This is an optimization exercise on Yosys and OpenROAD, whose aim is small area, not a production implementation.
At most, simulation tests tie the RTL to the original design; equivalence was not proved.
Power is estimated from default activity; no workload was simulated.

==> flow/design.v <==
package dtc_link_pkg;
   typedef struct packed {
      logic [1:0]  k;       
      logic [15:0] data;
   } link_word_t;
   localparam logic [1:0] K_IDLE = 2'b11;    
   localparam logic [1:0] K_CMD  = 2'b10;    
   localparam logic [1:0] K_DATA = 2'b00;    
   localparam logic [15:0] COMMA = 16'hBC3C;    
   localparam int PKT_WORDS     = 10;
   localparam int PAYLOAD_WORDS = 8;
   localparam logic [15:0] CRC_POLY = 16'h1021;
   localparam logic [15:0] CRC_INIT = 16'hFFFF;
endpackage
package dtc_req_pkg;
   typedef enum logic [3:0] {
      DCS_REQ   = 4'd0,
      HEARTBEAT = 4'd1,
      DATA_REQ  = 4'd2
   } pkt_kind_t;
   localparam int OP_W = 6;
   typedef logic [OP_W-1:0] op_t;
   localparam op_t OP_SINGLE_RD = 6'd0;
   localparam op_t OP_SINGLE_WR = 6'd1;
   localparam int TAG_W = 48;
   typedef logic [TAG_W-1:0] tag_t;
   localparam logic [7:0]  HDR_K_BASE = 8'h1C;     
   localparam logic [15:0] DMA_COUNT  = 16'h0010;  
   localparam logic [7:0]  VALID_BIT  = 8'h80;     
   typedef logic [2:0] ring_cnt_t;    
endpackage
`timescale 1ns/1ps
module dtc_crc16 (
   input  logic [15:0] crc_in,
   input  logic [15:0] data,
   output logic [15:0] crc_out
);
   always_comb
   begin
      crc_out = crc_in;
      for (int i = 15; i >= 0; i--)
      begin
         if (crc_out[15] ^ data[i])
            crc_out = {crc_out[14:0], 1'b0} ^ dtc_link_pkg::CRC_POLY;
         else
            crc_out = {crc_out[14:0], 1'b0};
      end
   end
endmodule
`timescale 1ns/1ps
module dtc_sim_top (
   input  logic        serdes_clk,
   input  logic        serdes_resetn,
   input  logic        marker_on,
   input  logic        start,
   input  logic        cfo_emul_en,
   input  logic [3:0]  packet_type,    
   input  logic [5:0]  op_code,        
   input  logic [15:0] addr,
   input  logic [15:0] wdata,
   input  logic [47:0] event_window_tag,
   input  logic [47:0] event_window_offset,
   input  logic [31:0] event_mode,
   input  logic [7:0]  rf_marker,
   input  logic        on_spill,
   input  logic        datareq_last_word,
   output logic [15:0] tx_data,
   output logic [1:0]  tx_k
);
   localparam int NSLOT = 3;
   logic        last_d1, last_d2, first_start;
   logic [47:0] evt_tag, evt_next, tag_base, tag_sum;
   logic        ld_off;
   assign ld_off   = start & cfo_emul_en & first_start;
   logic [47:0] tag_c;    
   logic [5:0]  tag_bc;   
   assign tag_base = ld_off ? event_window_offset : evt_tag;
   always_comb
   begin
      tag_bc[0] = ld_off | (last_d1 & ~last_d2);
      for (int k = 1; k < 6; k++)
         tag_bc[k] = tag_bc[k-1] & (&tag_base[8*k-8 +: 8]);
      for (int k = 0; k < 6; k++)
      begin
         tag_c[8*k] = tag_bc[k];
         for (int j = 1; j < 8; j++)
            tag_c[8*k+j] = tag_c[8*k+j-1] & tag_base[8*k+j-1];
      end
   end
   assign tag_sum  = tag_base ^ tag_c;
   assign evt_next = (start & ~cfo_emul_en) ? event_window_tag : tag_sum;
   always_ff @(posedge serdes_clk or negedge serdes_resetn)
   begin
      if (!serdes_resetn)
      begin
         last_d1     <= 1'b0;
         last_d2     <= 1'b0;
         first_start <= 1'b1;
         evt_tag     <= '0;
      end
      else
      begin
         last_d1 <= datareq_last_word;
         last_d2 <= last_d1;
         evt_tag <= evt_next;
         if (start & cfo_emul_en)
            first_start <= 1'b0;
      end
   end
   logic [3:0] wcnt;         
   logic [5:0] fill, fill_next;
   logic       burst;
   logic [3:0] bcnt;
   logic       wr_en, rd_en, accept;
   assign wr_en     = (wcnt != 4'd0) && (wcnt != 4'd11);
   assign rd_en     = burst & ~marker_on;
   assign fill_next = fill + 6'(wr_en) - 6'(rd_en);
   assign accept    = start && ((fill <= 6'd21)
                             || (fill == 6'd22 && !(wr_en && !rd_en))
                             || (fill == 6'd23 && !wr_en && rd_en));
   always_ff @(posedge serdes_clk or negedge serdes_resetn)
   begin
      if (!serdes_resetn)
      begin
         wcnt  <= '0;
         fill  <= '0;
         burst <= 1'b0;
         bcnt  <= '0;
      end
      else
      begin
         if (accept)
            wcnt <= 4'd11;
         else if (wcnt != 4'd0)
            wcnt <= wcnt - 1'b1;
         fill <= fill_next;
         if (!burst && fill >= 6'd10)
            burst <= 1'b1;
         else if (rd_en)
         begin
            bcnt <= bcnt + 1'b1;
            if (bcnt == 4'd9)
            begin
               burst <= 1'b0;
               bcnt  <= '0;
            end
         end
      end
   end
   logic        s_hb [NSLOT];
   logic [79:0] s_w  [NSLOT];
   logic [8:0]  s_p7 [NSLOT];
   logic [1:0]  wslot, rslot;
   logic [2:0]  ring;
   logic [8:0]  tail;           
   logic        in_hb;
   logic [79:0] in_w;
   assign in_hb = (packet_type == 4'd1);
   always_comb
   begin
      in_w = '0;
      case (packet_type)
         4'd0: in_w[47:0] = {((op_code == 6'd1) ? wdata : 16'h0000), addr, 10'b0, op_code};
         4'd1: in_w[47:0] = event_window_tag;
         4'd2: in_w[47:0] = evt_next;
         default: ;
      endcase
      in_w[79:48] = event_mode;
      if (!in_hb)
         in_w[51:48] = packet_type;
   end
   always_ff @(posedge serdes_clk)
   begin
      for (int i = 0; i < NSLOT; i++)
         if (accept && wslot == 2'(i))
         begin
            s_hb[i] <= in_hb;
            s_w[i]  <= in_w;
            s_p7[i] <= {rf_marker, on_spill};
         end
   end
   logic [NSLOT-1:0] rs;         
   logic [9:0]       pos;        
   logic [3:0]       r_kind;
   logic             r_hb;
   logic [8:0]       r_p7;
   logic [15:0]      rd_data, crc, crc_step;
   logic [1:0]       rd_k;
   always_comb
   begin
      for (int j = 0; j < 10; j++)
         pos[j] = (bcnt == 4'(j));
      for (int i = 0; i < NSLOT; i++)
         rs[i] = (rslot == 2'(i));
   end
   always_comb
   begin
      r_kind = '0;
      r_hb   = 1'b0;
      r_p7   = '0;
      for (int i = 0; i < NSLOT; i++)
      begin
         r_kind = r_kind | ({4{rs[i]}} & (s_hb[i] ? 4'd1 : s_w[i][51:48]));
         r_hb   = r_hb | (rs[i] & s_hb[i]);
         r_p7   = r_p7 | ({9{rs[i] & s_hb[i]}} & s_p7[i]);
      end
   end
   always_comb
   begin
      rd_k    = pos[0] ? dtc_link_pkg::K_CMD : dtc_link_pkg::K_DATA;
      rd_data = ({16{pos[0]}} & {dtc_req_pkg::HDR_K_BASE, ring, 1'b0, r_kind})
              | ({16{pos[1]}} & dtc_req_pkg::DMA_COUNT)
              | ({16{pos[2]}} & {dtc_req_pkg::VALID_BIT, r_kind, 4'h0})
              | ({16{pos[8]}} & {tail[8:1], 7'b0, tail[0]})
              | ({16{pos[9]}} & crc);
      for (int i = 0; i < NSLOT; i++)
      begin
         rd_data = rd_data
                 | ({16{rs[i] & pos[3]}} & s_w[i][15:0])
                 | ({16{rs[i] & pos[4]}} & s_w[i][31:16])
                 | ({16{rs[i] & pos[5]}} & s_w[i][47:32])
                 | ({16{rs[i] & pos[6] & s_hb[i]}} & s_w[i][63:48])
                 | ({16{rs[i] & pos[7] & s_hb[i]}} & s_w[i][79:64]);
      end
   end
   dtc_crc16 u_crc (
      .crc_in  (crc),
      .data    (rd_data),
      .crc_out (crc_step)
   );
   always_ff @(posedge serdes_clk)
   begin
      if (rd_en)
      begin
         if (bcnt == 4'd0)
            crc <= 16'h0F3E;    
         else if (bcnt != 4'd1 && bcnt != 4'd9)
            crc <= crc_step;
         if (bcnt == 4'd7)
            tail <= r_p7;
      end
   end
   always_ff @(posedge serdes_clk or negedge serdes_resetn)
   begin
      if (!serdes_resetn)
      begin
         wslot   <= '0;
         rslot   <= '0;
         ring    <= '0;
         tx_data <= dtc_link_pkg::COMMA;
         tx_k    <= dtc_link_pkg::K_IDLE;
      end
      else
      begin
         if (accept)
            wslot <= (wslot == 2'(NSLOT - 1)) ? '0 : wslot + 1'b1;
         if (rd_en && bcnt == 4'd9)
         begin
            rslot <= (rslot == 2'(NSLOT - 1)) ? '0 : rslot + 1'b1;
            ring  <= ring + 1'b1;
         end
         if (rd_en)
         begin
            tx_data <= rd_data;
            tx_k    <= rd_k;
         end
         else
         begin
            tx_data <= dtc_link_pkg::COMMA;
            tx_k    <= dtc_link_pkg::K_IDLE;
         end
      end
   end
endmodule
==> flow/config.mk <==
export PLATFORM = sky130hd
export DESIGN_NAME = dtc_sim_top
export DESIGN_NICKNAME = dtc_sim_top
export VERILOG_FILES = /design/flow/design.v
export SDC_FILE = /design/flow/constraint.sdc
export NUM_CORES = 4
export LEC_CHECK = 0
export CAP_MARGIN = 20
export CORE_MARGIN = 2
export CORE_UTILIZATION = 40
export CTS_BUF_LIST = sky130_fd_sc_hd__clkbuf_16
export CTS_CLUSTER_DIAMETER = 100
export CTS_CLUSTER_SIZE = 25
export PLACE_DENSITY = 0.6
export SLEW_MARGIN = 20
==> flow/constraint.sdc <==
create_clock -name core_clock -period 7.0 [get_ports {serdes_clk}]
set_input_delay 1.4000 -clock core_clock [delete_from_list [all_inputs] [get_ports {serdes_clk}]]
set_output_delay 1.4000 -clock core_clock [all_outputs]
set_load 0.01 [all_outputs]
standard.sh (not shown) runs the stock make flow with config.mk's settings and CLKGATE_MAP_FILE= SYNTH_SCRIPT=/design/flow/synth_recipe.tcl, a recipe that flattens the netlist after the stock synthesis.
==> flow/flow/run.sh <==
#!/bin/bash
set -uo pipefail
W=$(pwd)
rm -rf "$W/orfs_scripts"
cp -r "$FLOW_HOME/scripts" "$W/orfs_scripts"
cp "$W/flow/abc_map.script" "$W/orfs_scripts/abc_speed.script"
export BUFFER_PORTS_ARGS="-buffer_cell sky130_fd_sc_hd__buf_1"
SCRIPTS_DIR="$W/orfs_scripts" bash "$W/standard.sh" synth > "$W/flow_synth.log" 2>&1 || { tail -50 "$W/flow_synth.log"; exit 1; }
bash "$W/standard.sh" > "$W/flow_layout.log" 2>&1 || { tail -50 "$W/flow_layout.log"; exit 1; }
==> flow/flow/abc_map.script <==
strash
dch
amap
topo
stime -c
buffer -c
upsize -c
dnsize -c
Change:
--- a/flow/design.v
+++ b/flow/design.v
@@ -69,16 +69,14 @@
 );
    localparam int NSLOT = 3;
    logic        last_d1, last_d2, first_start;
    logic [47:0] evt_tag, evt_next, tag_base, tag_sum;
-   logic        ld_off;
-   assign ld_off   = start & cfo_emul_en & first_start;
    logic [47:0] tag_c;    
    logic [5:0]  tag_bc;   
-   assign tag_base = ld_off ? event_window_offset : evt_tag;
-   always_comb
-   begin
-      tag_bc[0] = ld_off | (last_d1 & ~last_d2);
+   assign tag_base = first_start ? event_window_offset : evt_tag;
+   always_comb
+   begin
+      tag_bc[0] = first_start | (last_d1 & ~last_d2);
       for (int k = 1; k < 6; k++)
          tag_bc[k] = tag_bc[k-1] & (&tag_base[8*k-8 +: 8]);
       for (int k = 0; k < 6; k++)
       begin
@@ -93,20 +91,21 @@
    begin
       if (!serdes_resetn)
       begin
          last_d1     <= 1'b0;
-         last_d2     <= 1'b0;
          first_start <= 1'b1;
-         evt_tag     <= '0;
       end
       else
       begin
          last_d1 <= datareq_last_word;
-         last_d2 <= last_d1;
-         evt_tag <= evt_next;
          if (start & cfo_emul_en)
             first_start <= 1'b0;
       end
+   end
+   always_ff @(posedge serdes_clk)
+   begin
+      last_d2 <= last_d1;
+      evt_tag <= evt_next;
    end
    logic [3:0] wcnt;         
    logic [5:0] fill, fill_next;
    logic       burst;
The new run produced a clean layout.
Die area shrinks by 1.1%.
Clock-buffer cell count is unchanged.
Routed wire length shrinks by 3.2%.
Critical path depth shrinks by 8.
Setup slack gets better by 130 ps.
Total power grows by 2.0%.
Combinational power grows by about 6%.
Only the layout flow was run in the first run of this note; the RTL was not checked for function there.

==> afterwards: timing with drivers on the ports <==
Ports are ideal in the flow. The routed layouts listed here were re-timed in OpenROAD. Step 1, drivers: a clkbuf_16 drives serdes_clk and a buf_2 each remaining input, both assumed. Step 2 also shifts input and output timing later by t, the mid clock arrival at the registers, as if the neighbouring blocks saw the same clock. Three values: no drivers, after step 1, after step 2; two values: the first two.
| run | t, ns | slack for setup (ns) | hold slack, ns | slew at the worst register clock pin (ns) |
|---|---|---|---|---|
| the first run | 0.598 | 1.135 / 1.135 / 0.851 | 0.393 / 0.393 / 0.393 | 0.11 / 0.11 |
| the second run | 0.587 | 1.268 / 1.268 / 1.173 | 0.379 / 0.379 / 0.379 | 0.11 / 0.11 |
After both steps every run listed still meets setup and hold. The setup slack of the first run, which loses most, moves by 0.000 ns with the drivers and by -0.284 ns with both steps.
